Background: an optimization exercise with open tools, aiming at small area, a short achievable clock period and few clock cycles per item. Do not read the settings as production practice. Function was checked by simulation only, so behaviour that the tests miss may differ from the original. Power figures rest on the tool's default switching activity, not on a simulated workload.

Setup of job 8161:
Design gomoku_top, start of the top module:
module gomoku_top (
    input  logic               clock,
    input  logic               rst,
    input  logic [5-1:0] awaddr,
    input  logic               awvalid,
    output logic               awready,
    input  logic [32-1:0] wdata,
    input  logic               wvalid,
    output logic               wready,
    output logic               bvalid,
    output logic [1:0]         bresp,
    input  logic               bready,
    input  logic [5-1:0] araddr,
    input  logic               arvalid,
    output logic               arready,
    output logic               rvalid,
    output logic [32-1:0] rdata,
    output logic [1:0]         rresp,
    input  logic               rready,
    output logic [6:0]         hex0,
    output logic [6:0]         hex1,
    output logic [7:0]         ledr,
    output logic [7:0]         ledg
);
For scale: roughly 3200 cells after synthesis, about 620 flip-flops, ~120 I/O pins, ~0.031 mm² of cells after synthesis.
export LEC_CHECK = 0
export ABC_CLOCK_PERIOD_IN_PS = 3000
export CAP_MARGIN = 20
export CORE_MARGIN = 2
export CORE_UTILIZATION = 30
export CTS_BUF_LIST = sky130_fd_sc_hd__clkbuf_8
export CTS_CLUSTER_DIAMETER = 40
export CTS_CLUSTER_SIZE = 10
export SETUP_SLACK_MARGIN = 5
export SLEW_MARGIN = 20
create_clock -name core_clock -period 8.0 [get_ports {clock}]
run.sh (not shown) runs the stock make flow with config.mk's settings and CLKGATE_MAP_FILE= SYNTH_SCRIPT=/design/flow/synth_recipe.tcl, a recipe that flattens the netlist after the stock synthesis.
Job 8161 was carried through to the last stage, and its layout satisfied the timing, DRC and antenna checks.
Testbench counts of job 8161, summed over its fixed seeds: cycles 17,312, moves 3,200.
The inputs of job 2393 differ from those of job 8161 as listed below.
--- a/flow/config.mk
+++ b/flow/config.mk
@@ -10,7 +10,4 @@
 export CORE_MARGIN = 2
 export CORE_UTILIZATION = 30
-export CTS_BUF_LIST = sky130_fd_sc_hd__clkbuf_8
-export CTS_CLUSTER_DIAMETER = 40
-export CTS_CLUSTER_SIZE = 10
 export SETUP_SLACK_MARGIN = 5
 export SLEW_MARGIN = 20
- Per the comparison of job 2393 with job 8161, routed wire length was more or less identical; setup TNS after final layout was more or less identical; number of resized instances in the post-cts repair step went up by 7.
Relative to job 2393, the following input files were edited for job 8142:
--- a/flow/config.mk
+++ b/flow/config.mk
@@ -10,4 +10,5 @@
 export CORE_MARGIN = 2
 export CORE_UTILIZATION = 30
+export CTS_BUF_LIST = sky130_fd_sc_hd__clkbuf_4 sky130_fd_sc_hd__clkbuf_8 sky130_fd_sc_hd__clkbuf_16
 export SETUP_SLACK_MARGIN = 5
 export SLEW_MARGIN = 20
### Flow results
The wire length after detailed routing on job 2393 is in line with that on job 8142. Between job 8142 and job 2393, the final cell count without fillers figures differ only marginally. Changes observed in job 8142 relative to job 2393: area growth from synthesis to final layout went up; total number of vias saw an increase; worst hold slack essentially unchanged.

* * *

Setup of build 98:
Another version of the RTL of gomoku_top (not shown whole).
Size: roughly 620 flip-flops.
clock: 8.0 ns
lec_check: 0
abc_clock_period_in_ps: 3000
cap_margin: 35
core_margin: 2
core_utilization: 30
cts_buf_list: sky130_fd_sc_hd__clkbuf_16
cts_cluster_diameter: 80
cts_cluster_size: 25
setup_slack_margin: 5
slew_margin: 35
tns_end_percent: 5
Build 98: complete, dirty (capacitance limit, slew limit)
Testbench counts of build 98, summed over its fixed seeds: cycles 17,312, moves 3,200.
Changes in build 75 relative to build 98:
- TNS_END_PERCENT removed (was 5)
- CAP_MARGIN changed from 35 to 20
- ABC_CLOCK_PERIOD_IN_PS changed from 3000 to 2000
- CTS_CLUSTER_DIAMETER changed from 80 to 100
- SLEW_MARGIN changed from 35 to 20
- CTS_CLUSTER_SIZE changed from 25 to 30
==> results.txt <==
Of the two values seen for cell with the largest stage delay on the worst path, sky130_fd_sc_hd__mux4_2 was produced by build 98 and sky130_fd_sc_hd__mux2i_1 by build 75.
Higher first-iteration DRC count was reported by build 98, not build 75.
Build 75 finished every step from synthesis to the final layout, and the layout passed the timing, DRC and antenna checks.
Delta (build 75 minus build 98): via count went up about 0.5%, total wire length has increased, final core utilization went up by 0.74 points, footprint of the flip-flops and latches ~0 delta.
[compare] base=build 98 new=build 75: total clock network power now sits at about the same level; share of total power consumed by net switching went up 0.35 points.
Diff build 98 and build 75: largest stage delay on the critical path higher in build 98
### build 75 -> build 69
- CTS_CLUSTER_SIZE no longer set, was 30
- CTS_BUF_LIST no longer set, was sky130_fd_sc_hd__clkbuf_16
- CTS_CLUSTER_DIAMETER no longer set, was 100
- ABC_CLOCK_PERIOD_IN_PS now 3000, was 2000
==> comparison <==
Build 69 has completed all stages; timing, DRC and antenna checks passed.
From build 75 to build 69 the numbers moved as follows: iteration-0 DRC count of the detailed router +about 0.9%; maximum resistive drop on vdd saw a decrease; fmax up 1.3%; critical path data required time now smaller.
Post-layout minimum cycle time, build 75 and build 69, higher one = build 75.
The stage delay of the slowest cell on the critical path of build 69 is higher than that of build 75.
Per the comparison of build 69 with build 75, depth of the worst register-to-register path stayed essentially flat; number of nets in the layout shows an increase of 29.
Input changes introduced in build 57 (baseline for comparison: build 69):
- putting CTS_CLUSTER_DIAMETER at 80 where nothing was set
- putting CTS_BUF_LIST at sky130_fd_sc_hd__clkbuf_16 where nothing was set
- putting CTS_CLUSTER_SIZE at 25 where nothing was set
- putting TNS_END_PERCENT at 25 where nothing was set
--- outcome ---
- In summary, build 57 completed successfully, with a layout that passed the timing, DRC and antenna checks.
- Between build 69 and build 57, the via density per instance figures differ only marginally.
- Final worst slack (lower): build 69
- Non-clock buffer count in build 57 is 7 below build 69.
- Est. power | build 57 vs build 69 | build 57 lower
- Compared with build 69, build 57 shows a lower via count.
- Of build 57 and build 69, the run reporting the higher highest ir drop seen on vdd was build 57.
- Against build 69, build 57 comes in about 0.7% higher on fmax.
- Diff build 57 and build 69: relative contribution of combinational cells to total power lower in build 69
- Comparing wire length for build 57 and build 69, the smaller number came from build 57.
- Summary of the comparison: number of buffer and inverter instances along the worst setup path is higher in build 57, relative to build 69.
- Build 57 ended up with a lower largest net degree at the start of global routing than build 69 did.

* * *

Another version of the RTL of gomoku_top (not shown whole).
For scale: roughly 3300 cells after synthesis, ~630 flip-flops, roughly 120 I/O pins.
make LEC_CHECK=0 ABC_CLOCK_PERIOD_IN_PS=2500 CAP_MARGIN=20 CORE_MARGIN=2 CORE_UTILIZATION=30 CTS_BUF_LIST=sky130_fd_sc_hd__clkbuf_16 CTS_CLUSTER_DIAMETER=80 CTS_CLUSTER_SIZE=25 PLACE_DENSITY=0.8 SETUP_SLACK_MARGIN=4.8 SLEW_MARGIN=20 TNS_END_PERCENT=25 finish   # period 8.0 ns
Testbench counts at the start, summed over its fixed seeds: cycles 17,312, moves 3,200.
Change:
- ABC_CLOCK_PERIOD_IN_PS: 2500 -> 3000
- SETUP_SLACK_MARGIN: 4.8 -> 4.6
Worst setup slack is worse by 83 ps.
Global-route usage shrinks by 0.19 points.
Combinational power fell by a few percent.
Via count went up slightly.
Area after synthesis does not change.
Core utilization decreases by 0.37 points.
Critical path depth goes down by 7.
Cell count stays flat.
Die area is unchanged.
Power decreases slightly.
Cell area shrinks slightly.
Change:
- SETUP_SLACK_MARGIN: 4.6 -> 4.8
Effect:
- The new run finished clean
- final area went up by 1.1%
- worst hold slack stays flat
- wire length is lower by 0.45%
- fmax went up by 2.5%
- die area stays the same
- clock power came out higher by about 4%
- critical path depth increases by 7
- first-iteration DRC count fell by about 4%

* * *

Another version of the RTL of gomoku_top (not shown whole).
Design gomoku_top, start of the top module:
module gomoku_top (
    input  logic               clock,
    input  logic               rst,
    input  logic [5-1:0] awaddr,
    input  logic               awvalid,
    output logic               awready,
    input  logic [32-1:0] wdata,
    input  logic               wvalid,
    output logic               wready,
    output logic               bvalid,
    output logic [1:0]         bresp,
    input  logic               bready,
    input  logic [5-1:0] araddr,
    input  logic               arvalid,
    output logic               arready,
    output logic               rvalid,
    output logic [32-1:0] rdata,
    output logic [1:0]         rresp,
    input  logic               rready,
    output logic [6:0]         hex0,
    output logic [6:0]         hex1,
    output logic [7:0]         ledr,
    output logic [7:0]         ledg
);
Settings: LEC_CHECK=0, ABC_CLOCK_PERIOD_IN_PS=3000, CAP_MARGIN=20, CORE_MARGIN=2, CORE_UTILIZATION=30, SETUP_SLACK_MARGIN=5, SLEW_MARGIN=20; clock period 8.0 ns.
Testbench counts at the start, summed over its fixed seeds: cycles 17,312, moves 3,200.
==> next run, changes <==
--- a/flow/config.mk
+++ b/flow/config.mk
@@ -6,8 +6,6 @@
 export NUM_CORES = 4
 export LEC_CHECK = 0
-export ABC_CLOCK_PERIOD_IN_PS = 3000
 export CAP_MARGIN = 20
 export CORE_MARGIN = 2
 export CORE_UTILIZATION = 30
-export SETUP_SLACK_MARGIN = 5
 export SLEW_MARGIN = 20
Result:
- The changed run completed with no timing, DRC or antenna violations
- clock-buffer cell count goes down by 5
- setup slack is worse by 1500 ps
- clock skew goes up by 9.6 ps
- maximum frequency goes down by 27%
- non-clock buffer count goes down by 113
- via count goes down by 3.5%
- cell count goes down by 2.8%
- critical path depth is unchanged
- die area is unchanged
- register-to-register slack is worse by 1500 ps
==> next run, changes <==
--- a/flow/config.mk
+++ b/flow/config.mk
@@ -9,3 +9,4 @@
 export CORE_MARGIN = 2
 export CORE_UTILIZATION = 30
+export SETUP_SLACK_MARGIN = 3.5
 export SLEW_MARGIN = 20
The new run finished clean; non-clock buffer count came out higher by 22; global-route usage stays flat; cell area came out higher by about 2%.

* * *

## main
Another version of the RTL of gomoku_top (not shown whole).
Size in the first run: roughly 3,300 cells after synthesis, ~620 flip-flops, about 120 I/O pins, ~31,000 um^2 of cells after synthesis.
==> flow/config.mk <==
export PLATFORM = sky130hd
export DESIGN_NAME = gomoku_top
export DESIGN_NICKNAME = gomoku_top
export VERILOG_FILES = /design/flow/design.v
export SDC_FILE = /design/flow/constraint.sdc
export NUM_CORES = 4
export LEC_CHECK = 0
export ABC_CLOCK_PERIOD_IN_PS = 2500
export CAP_MARGIN = 20
export CORE_MARGIN = 2
export CORE_UTILIZATION = 30
export SETUP_SLACK_MARGIN = 4.5
export SLEW_MARGIN = 20
==> flow/constraint.sdc <==
create_clock -name core_clock -period 8.0 [get_ports {clock}]
set_input_delay 1.6000 -clock core_clock [delete_from_list [all_inputs] [get_ports {clock}]]
set_output_delay 1.6000 -clock core_clock [all_outputs]
set_load 0.01 [all_outputs]
Testbench counts of main, summed over its fixed seeds: cycles 17,312, moves 3,200.
Changes in the feature branch relative to main:
# main
export LEC_CHECK = 0
export ABC_CLOCK_PERIOD_IN_PS = 2500
export CAP_MARGIN = 20
export CORE_MARGIN = 2
export CORE_UTILIZATION = 30
export SETUP_SLACK_MARGIN = 4.5
export SLEW_MARGIN = 20
create_clock -name core_clock -period 8.0 [get_ports {clock}]
# the feature branch
export LEC_CHECK = 0
export ABC_CLOCK_PERIOD_IN_PS = 3000
export CAP_MARGIN = 20
export CORE_MARGIN = 2
export CORE_UTILIZATION = 45
export CTS_BUF_LIST = sky130_fd_sc_hd__clkbuf_8
export CTS_CLUSTER_DIAMETER = 40
export CTS_CLUSTER_SIZE = 10
export PLACE_DENSITY = 0.6
export SETUP_SLACK_MARGIN = 5
export SLEW_MARGIN = 20
create_clock -name core_clock -period 8.0 [get_ports {clock}]
[summary]
For main, the source of the critical timing path was u_regs.s1[3]$_SDFF_PP0_, unlike the feature branch, where it was u_regs.s2[1]$_DFF_P_. Post-cts gate resize count for the feature branch is higher than for main. First-iteration DRC count: higher on main. Re maximum number of buffers from clock root to sink: no difference whatsoever between the feature branch and main. On via count of the first global-routing pass, the lower figure sits with main, not the feature branch. Via count ends up higher on the feature branch. Post-synthesis to final-layout area growth: lower on main. The feature branch: non-clock buffer count higher than main. In the feature branch, minimum clock period is higher than in main.

* * *

Setup of lagoon:
gomoku_top with an RTL version that a note above also has.
Size in the first run: ~3300 cells after synthesis, ~31000 sq um of cells after synthesis.
export LEC_CHECK = 0
export ABC_CLOCK_PERIOD_IN_PS = 3000
export CAP_MARGIN = 20
export CORE_MARGIN = 2
export CORE_UTILIZATION = 30
export CTS_BUF_LIST = sky130_fd_sc_hd__clkbuf_16
export CTS_CLUSTER_DIAMETER = 80
export CTS_CLUSTER_SIZE = 20
export PLACE_DENSITY = 0.8
export SETUP_SLACK_MARGIN = 4.8
export SLEW_MARGIN = 20
export TNS_END_PERCENT = 25
create_clock -name core_clock -period 8.0 [get_ports {clock}]
Testbench counts of lagoon, summed over its fixed seeds: cycles 17,312, moves 3,200.
The following lists how zinc was set up differently from lagoon:
Settings: CTS_CLUSTER_SIZE changed from 20 to 25; SETUP_SLACK_MARGIN changed from 4.8 to 4.0.
Between lagoon and zinc, global-route wire length before repair is higher for lagoon, zinc comes in under that. The more densely filled core belongs to lagoon, not zinc. In the reports for lagoon and zinc, the smaller number of global-route vias before repair belongs to zinc. Looking only at layout-stage area growth over the synthesis result, and setting everything else aside, the higher value of lagoon and zinc goes to lagoon. Lower number of non-clock buffers in the layout goes to zinc over lagoon. The design area reported for zinc is smaller than that of lagoon by 5.1%. As of zinc, routed wire length had fallen by a few percent compared to lagoon. lagoon has a higher share of power burned in the clock network than zinc. Diff zinc..lagoon | boundary pin count | unchanged. The smallest hold slack in zinc was higher than what lagoon gave.
Inputs modified between zinc and ember:
Settings: SETUP_SLACK_MARGIN: 4.0 -> 5.
Notes after the runs:
- Multiplexer area fraction after synthesis came out exactly the same in ember and zinc.
- ember ends up with a design area that is 6.7% higher than in zinc.
- ember has tightest slew margin relative to the limit above what zinc had.
- Looking at relative contribution of combinational cells to total power, ember sits 0.5 points above zinc.
- [compare] base=zinc new=ember: final period demand of the worst path -720 ps, sequential share of layout area has decreased.
- Per the comparison of ember with zinc, clock power went up by about 5%; slack of the critical path now larger; synthesis-to-layout area growth has increased; total power grew by 2.1%.
[inputs] quartz vs ember
Settings: swapping 5 for 4.8 in SETUP_SLACK_MARGIN; swapping 25 for 35 in TNS_END_PERCENT.
Results
The final layout from ember, which completed every stage, passed the timing, DRC and antenna checks at the end of the flow.
quartz completed end to end with timing, DRC and antenna clean.
Of quartz and ember, ember shows the lower sequential cell fraction of total power, with quartz above it.
Looking only at first-pass GRT wire length, and setting everything else aside, the higher value of quartz and ember goes to ember.
Note that the number of resized instances in the post-cts repair step recorded for quartz amounts to 0.60 times the value seen in ember.
Worst hold slack ends up higher on ember.
Row data-path buffer share of cell area in the final layout: quartz lower / ember higher
The maximum clock skew at final layout was comparable across quartz and ember.
## Diff of input files: garnet against quartz
Settings: a change of TNS_END_PERCENT from 35 to 25; a change of SETUP_SLACK_MARGIN from 4.8 to 5; a deleted PLACE_DENSITY that had been 0.8.
## What came out
- Result: PASS for each of garnet and quartz
- Between garnet and quartz, the area used by multi-input combinational logic does not differ in any meaningful way.
- Summary of the comparison: design area is higher in garnet, relative to quartz.
- Higher maximum frequency goes to garnet over quartz.
- Measured against each other, garnet and quartz differ in number of vias per cell, the higher figure coming from quartz.
- Setup slack of the critical path after layout ends up higher on garnet.

* * *

gomoku_top with an RTL version that a note above also has.
Size in the first run: roughly 620 flip-flops, ~120 I/O pins, roughly 31,000 um^2 of cells after synthesis.
Settings: LEC_CHECK=0, ABC_CLOCK_PERIOD_IN_PS=3000, CAP_MARGIN=20, CORE_MARGIN=2, CORE_UTILIZATION=30, CTS_BUF_LIST=sky130_fd_sc_hd__clkbuf_16, CTS_CLUSTER_DIAMETER=80, CTS_CLUSTER_SIZE=25, SETUP_SLACK_MARGIN=5, SLEW_MARGIN=20, TNS_END_PERCENT=12; clock period 8.0 ns.
Testbench counts at the start, summed over its fixed seeds: cycles 17,312, moves 3,200.
Edit:
Settings changed: TNS_END_PERCENT 12 to default.
What happened: The changed run ran to the end with no violations; clock skew shrinks by 0.0061 ns; die area stays the same; worst hold slack degrades by 0.0059 ns; routed wire length grows slightly.

-- port drivers added, routing unchanged --
In the flow no input, the clock included, has a driving cell. The finished layouts below were timed again as built, in two steps. Step 1, drivers: a clkbuf_16 drives clock and a buf_2 each remaining input, both assumed. Step 2, shift: input delay + t, output delay - t, t = (earliest + latest rising clock arrival at the registers) / 2. This alone moves slack from input paths to output paths. Three values: no drivers, after step 1, after step 2; two values: the first two.
| run | t (ns) | setup slack, ns | pins driven straight from the clock port |
|---|---|---|---|
| job 8161 | 0.782 | 4.561 / 4.561 / 4.302 | 1 |
| job 2393 | 0.695 | 4.567 / 4.567 / 4.379 | 1 |
| job 8142 | 0.695 | 4.547 / 4.547 / 4.373 | 1 |
| build 98 | 0.708 | 4.645 / 4.609 / 4.257 | 1 |
| build 75 | 0.698 | 4.525 / 4.479 / 4.369 | 1 |
| build 69 | 0.693 | 4.571 / 4.541 / 4.344 | 1 |
| build 57 | 0.720 | 4.595 / 4.570 / 4.122 | 1 |
| the first run of note 3 | 0.714 | 4.643 / 4.620 / 4.068 | 1 |
| the second run of note 3 | 0.700 | 4.561 / 4.493 / 4.051 | 1 |
| the third run of note 3 | 0.714 | 4.643 / 4.620 / 4.068 | 1 |
| the first run of note 4 | 0.718 | 3.941 / 3.941 / 3.941 | 1 |
| the second run of note 4 | 0.708 | 2.430 / 2.430 / 2.430 | 1 |
| the third run of note 4 | 0.712 | 3.494 / 3.494 / 3.132 | 1 |
| main | 0.695 | 4.421 / 4.421 / 3.923 | 1 |
| the feature branch | 0.780 | 4.364 / 4.364 / 4.303 | 1 |
| lagoon | 0.659 | 4.659 / 4.592 / 4.197 | 1 |
| zinc | 0.706 | 4.008 / 4.008 / 3.551 | 1 |
| ember | 0.713 | 4.728 / 4.728 / 4.203 | 1 |
| quartz | 0.714 | 4.641 / 4.618 / 4.098 | 1 |
| garnet | 0.659 | 4.666 / 4.666 / 4.339 | 1 |
| the first run of note 7 | 0.721 | 4.596 / 4.556 / 4.121 | 1 |
| the second run of note 7 | 0.663 | 4.505 / 4.505 / 4.423 | 1 |
